This is an optimization exercise on Yosys and OpenROAD, whose aim is small area, not a production implementation.
Function was checked by simulation only, so behaviour that the tests miss may differ from the original.
Power figures rest on the tool's default switching activity, not on a simulated workload.

==> flow/design.v <==
package ir_pkg;
  typedef logic [32-1:0]   xlen_t;
  typedef logic [32-1:0]   pc_t;
  typedef logic [31:0]           instr_t;
  typedef logic [5-1:0] reg_addr_t;
  typedef logic [2-1:0]  lane_mask_t;
  typedef enum logic [2:0] {
    OP_REG     = 3'd0,
    OP_IMM     = 3'd1,
    OP_LOAD    = 3'd2,
    OP_STORE   = 3'd3,
    OP_BRANCH  = 3'd4,
    OP_LUI     = 3'd5,
    OP_JAL     = 3'd6,
    OP_ILLEGAL = 3'd7
  } op_class_e;
  localparam int unsigned ir_slot_w = 32 + 32;
  localparam int unsigned ir_dec_w  = 32 + 3 * 5 + 1 + 3;
endpackage
`timescale 1ns/100ps
module ir_field_decoder (
  input  ir_pkg::instr_t    instr_i,
  output ir_pkg::reg_addr_t rs1_o,
  output ir_pkg::reg_addr_t rs2_o,
  output ir_pkg::reg_addr_t rd_o,
  output logic              rd_we_o,
  output ir_pkg::op_class_e op_class_o
);
  logic use_rs1;
  logic use_rs2;
  logic use_rd;
  always_comb begin
    use_rs1    = 1'b0;
    use_rs2    = 1'b0;
    use_rd     = 1'b0;
    op_class_o = ir_pkg::OP_ILLEGAL;
    case (instr_i[6:0])
      7'b0110011: begin
        op_class_o = ir_pkg::OP_REG;
        use_rs1    = 1'b1;
        use_rs2    = 1'b1;
        use_rd     = 1'b1;
      end
      7'b0010011: begin
        op_class_o = ir_pkg::OP_IMM;
        use_rs1    = 1'b1;
        use_rd     = 1'b1;
      end
      7'b0000011: begin
        op_class_o = ir_pkg::OP_LOAD;
        use_rs1    = 1'b1;
        use_rd     = 1'b1;
      end
      7'b0100011: begin
        op_class_o = ir_pkg::OP_STORE;
        use_rs1    = 1'b1;
        use_rs2    = 1'b1;
      end
      7'b1100011: begin
        op_class_o = ir_pkg::OP_BRANCH;
        use_rs1    = 1'b1;
        use_rs2    = 1'b1;
      end
      7'b0110111: begin
        op_class_o = ir_pkg::OP_LUI;
        use_rd     = 1'b1;
      end
      7'b1101111: begin
        op_class_o = ir_pkg::OP_JAL;
        use_rd     = 1'b1;
      end
      default: begin
        op_class_o = ir_pkg::OP_ILLEGAL;
      end
    endcase
  end
  assign rs1_o   = use_rs1 ? instr_i[19:15] : '0;
  assign rs2_o   = use_rs2 ? instr_i[24:20] : '0;
  assign rd_o    = use_rd ? instr_i[11:7] : '0;
  assign rd_we_o = use_rd & (|instr_i[11:7]);
endmodule
`timescale 1ns/100ps
module ir_stage (
  input  logic               clk_i,
  input  logic               rst_ni,
  input  logic               ir_flush_i,
  input  ir_pkg::lane_mask_t us_valid_i,
  input  ir_pkg::pc_t        us_pc0_i,
  input  ir_pkg::pc_t        us_pc1_i,
  input  ir_pkg::instr_t     us_instr0_i,
  input  ir_pkg::instr_t     us_instr1_i,
  output ir_pkg::lane_mask_t ir_rdy_o,
  output ir_pkg::reg_addr_t  rf_raddr_p0_0_o,
  output ir_pkg::reg_addr_t  rf_raddr_p0_1_o,
  output ir_pkg::reg_addr_t  rf_raddr_p1_0_o,
  output ir_pkg::reg_addr_t  rf_raddr_p1_1_o,
  input  ir_pkg::xlen_t      rf_rdata_p0_0_i,
  input  ir_pkg::xlen_t      rf_rdata_p0_1_i,
  input  ir_pkg::xlen_t      rf_rdata_p1_0_i,
  input  ir_pkg::xlen_t      rf_rdata_p1_1_i,
  input  ir_pkg::reg_addr_t  rf_waddr0_i,
  input  ir_pkg::xlen_t      rf_wdata0_i,
  input  logic               rf_we0_i,
  input  ir_pkg::reg_addr_t  rf_waddr1_i,
  input  ir_pkg::xlen_t      rf_wdata1_i,
  input  logic               rf_we1_i,
  input  ir_pkg::reg_addr_t  rf_waddr2_i,
  input  ir_pkg::xlen_t      rf_wdata2_i,
  input  logic               rf_we2_i,
  input  ir_pkg::lane_mask_t ds_rdy_i,
  output ir_pkg::lane_mask_t ir_valid_o,
  output logic               ira_is0_o,
  output ir_pkg::pc_t        ira_pc_o,
  output ir_pkg::reg_addr_t  ira_rs1_o,
  output ir_pkg::reg_addr_t  ira_rs2_o,
  output ir_pkg::reg_addr_t  ira_rd_o,
  output logic               ira_rd_we_o,
  output ir_pkg::op_class_e  ira_class_o,
  output ir_pkg::pc_t        irb_pc_o,
  output ir_pkg::reg_addr_t  irb_rs1_o,
  output ir_pkg::reg_addr_t  irb_rs2_o,
  output ir_pkg::reg_addr_t  irb_rd_o,
  output logic               irb_rd_we_o,
  output ir_pkg::op_class_e  irb_class_o,
  output ir_pkg::xlen_t      ira_op0_o,
  output ir_pkg::xlen_t      ira_op1_o,
  output ir_pkg::xlen_t      irb_op0_o,
  output ir_pkg::xlen_t      irb_op1_o
);
  localparam int unsigned DW = ir_pkg::ir_dec_w - 1;   
  ir_pkg::reg_addr_t rs1_0, rs2_0, rd_0, rs1_1, rs2_1, rd_1;
  ir_pkg::op_class_e class_0, class_1;
  logic [DW-1:0]     in0, in1;
  logic [DW-1:0]     f_q [2];    
  logic [DW-1:0]     o_q [2];    
  logic [1:0]        fv_q;       
  logic [1:0]        ov_q;       
  logic              fwp_q;      
  logic              mp_q;       
  logic              orp_q;      
  logic [1:0]        acc, take, acc_e, take_e, move_e;
  ir_field_decoder u_dec0 (
    .instr_i    (us_instr0_i),
    .rs1_o      (rs1_0),
    .rs2_o      (rs2_0),
    .rd_o       (rd_0),
    .rd_we_o    (),
    .op_class_o (class_0)
  );
  ir_field_decoder u_dec1 (
    .instr_i    (us_instr1_i),
    .rs1_o      (rs1_1),
    .rs2_o      (rs2_1),
    .rd_o       (rd_1),
    .rd_we_o    (),
    .op_class_o (class_1)
  );
  assign in0 = {us_pc0_i, rs1_0, rs2_0, rd_0, class_0};
  assign in1 = {us_pc1_i, rs1_1, rs2_1, rd_1, class_1};
  assign ir_rdy_o   = {~|fv_q, ~&fv_q};
  assign ir_valid_o = {&ov_q, |ov_q};
  assign ira_is0_o  = ~orp_q;
  assign acc  = us_valid_i & ir_rdy_o;
  assign take = ds_rdy_i & ir_valid_o;
  assign acc_e[0]  = fwp_q ? acc[1] : acc[0];
  assign acc_e[1]  = fwp_q ? acc[0] : acc[1];
  assign take_e[0] = orp_q ? take[1] : take[0];
  assign take_e[1] = orp_q ? take[0] : take[1];
  assign move_e    = fv_q & ~ov_q;
  always_ff @(posedge clk_i or negedge rst_ni) begin
    if (!rst_ni) begin
      fv_q  <= 2'b00;
      ov_q  <= 2'b00;
      fwp_q <= 1'b0;
      mp_q  <= 1'b0;
      orp_q <= 1'b0;
    end else if (ir_flush_i) begin
      fv_q  <= 2'b00;
      ov_q  <= 2'b00;
      fwp_q <= 1'b0;
      mp_q  <= 1'b0;
      orp_q <= 1'b0;
    end else begin
      fv_q  <= (fv_q & ~move_e) | acc_e;
      ov_q  <= (ov_q & ~take_e) | move_e;
      fwp_q <= fwp_q ^ acc[0] ^ acc[1];
      mp_q  <= mp_q ^ move_e[0] ^ move_e[1];
      orp_q <= orp_q ^ take[0] ^ take[1];
    end
  end
  logic [1:0] fv_d, kp_q, ld0_q, ld1_q;
  logic       fwp_d;
  assign fv_d  = ir_flush_i ? 2'b00 : (fv_q & ~move_e) | acc_e;
  assign fwp_d = ~ir_flush_i & (fwp_q ^ acc[0] ^ acc[1]);
  always_ff @(posedge clk_i or negedge rst_ni) begin
    if (!rst_ni) begin
      kp_q  <= 2'b00;
      ld0_q <= 2'b01;
      ld1_q <= 2'b10;
    end else begin
      kp_q  <= fv_d;
      ld0_q <= ~fv_d & {fwp_d, ~fwp_d};
      ld1_q <= ~fv_d & {~fwp_d, fwp_d};
    end
  end
  always_ff @(posedge clk_i) begin
    for (int e = 0; e < 2; e++) begin
      f_q[e] <= ({DW{ld0_q[e]}} & in0) | ({DW{ld1_q[e]}} & in1) | ({DW{kp_q[e]}} & f_q[e]);
    end
    if (!ov_q[0]) o_q[0] <= f_q[0];
    if (!ov_q[1]) o_q[1] <= f_q[1];
  end
  assign {ira_pc_o, ira_rs1_o, ira_rs2_o, ira_rd_o, ira_class_o} = o_q[0];
  assign {irb_pc_o, irb_rs1_o, irb_rs2_o, irb_rd_o, irb_class_o} = o_q[1];
  assign ira_rd_we_o = |ira_rd_o;
  assign irb_rd_we_o = |irb_rd_o;
  logic [9:0] f_old, f_sec, p0, p1;
  assign f_old = mp_q ? {f_q[1][DW-33 -: 10]} : {f_q[0][DW-33 -: 10]};
  assign f_sec = mp_q ? {f_q[0][DW-33 -: 10]} : {f_q[1][DW-33 -: 10]};
  assign p0    = &ov_q ? {ira_rs1_o, ira_rs2_o} : f_old;
  assign p1    = ~|ov_q ? f_sec : (ov_q[1] ? {irb_rs1_o, irb_rs2_o} : {ira_rs1_o, ira_rs2_o});
  assign {rf_raddr_p0_0_o, rf_raddr_p0_1_o} = p0;
  assign {rf_raddr_p1_0_o, rf_raddr_p1_1_o} = p1;
  assign ira_op0_o = ov_q[1] ? rf_rdata_p0_0_i : rf_rdata_p1_0_i;
  assign ira_op1_o = ov_q[1] ? rf_rdata_p0_1_i : rf_rdata_p1_1_i;
  assign irb_op0_o = rf_rdata_p1_0_i;
  assign irb_op1_o = rf_rdata_p1_1_i;
endmodule
make LEC_CHECK=0 CAP_MARGIN=20 CORE_AREA='2 2 318 88' CTS_BUF_LIST='sky130_fd_sc_hd__clkbuf_4 sky130_fd_sc_hd__clkbuf_8' DIE_AREA='0 0 320 90' PLACE_DENSITY=0.6 SLEW_MARGIN=20 finish   # period 5.0 ns
run.sh (not shown) runs the stock make flow with config.mk's settings and CLKGATE_MAP_FILE= SYNTH_SCRIPT=/design/flow/synth_recipe.tcl, a recipe that flattens the netlist after the stock synthesis.
The first run completed with no timing, DRC or antenna violations.
Next try:
==> flow/flow/run.sh (new file) <==
#!/bin/bash
# The standard layout, with the port buffers buffer_ports inserts taken
# as sky130_fd_sc_hd__buf_1 instead of the cell it picks by default.
set -euo pipefail
export BUFFER_PORTS_ARGS="-buffer_cell sky130_fd_sc_hd__buf_1"
bash standard.sh > standard.log 2>&1
==> flow/standard.sh (new file) <==
#!/bin/bash
# synth_recipe.tcl (not shown) runs the flow's synth.tcl, then flattens the netlist and writes it again
# the make line also repeats each setting of config.mk as NAME=value (left out here)
make -C /OpenROAD-flow-scripts/flow DESIGN_CONFIG=/design/flow/config.mk WORK_HOME=/design/flow/orfs CLKGATE_MAP_FILE= SYNTH_SCRIPT=/design/flow/synth_recipe.tcl "${@:-finish}"
- CTS_BUF_LIST: sky130_fd_sc_hd__clkbuf_4 sky130_fd_sc_hd__clkbuf_8 -> not set
removed: flow/run.sh
Count of clock-buffer cells in the layout decreases by 13. Synthesized area is unchanged. Total power decreases by 11%. Utilization decreases by 12 points. Via count decreases by about 1.6%.
Next try:
==> flow/run.sh (new file) <==
#!/bin/bash
# synth_recipe.tcl (not shown) runs the flow's synth.tcl, then flattens the netlist and writes it again
# the make line also repeats each setting of config.mk as NAME=value (left out here)
make -C /OpenROAD-flow-scripts/flow DESIGN_CONFIG=/design/flow/config.mk WORK_HOME=/design/flow/orfs CLKGATE_MAP_FILE= SYNTH_SCRIPT=/design/flow/synth_recipe.tcl finish
removed: flow/flow/run.sh
removed: flow/standard.sh
First-iteration DRC count grows slightly.
Final area rose by a quarter to a third.
Flip-flop and latch count stays the same.
Sequential power barely changes.
Synthesized cell count is unchanged.

-- static timing again, ports no longer ideal --
No port has a modelled driver above. Below, the same layouts with a new extraction and two added sets of constraints.
Step 1: set_driving_cell puts a clkbuf_16 on clk_i and a buf_2 on each other input, an assumption about the parent block.
Step 2, shift: input delay + t, output delay - t, t = (earliest + latest rising clock arrival at the registers) / 2. This alone moves slack from input paths to output paths.
Slacks: no drivers / after step 1 / after step 2; pairs: no drivers / after step 1.
run	t (ns)	setup WS [ns]	worst setup path after step 2	worst slew at a driven data input, ns
the first run	0.596	1.244 / 1.204 / 1.687	input to register	0.12
the second run	0.524	1.580 / 1.540 / 2.064	register to output	0.09
the third run	0.537	1.325 / 1.284 / 1.682	input to register	0.11
After both steps every run listed still meets setup and hold.
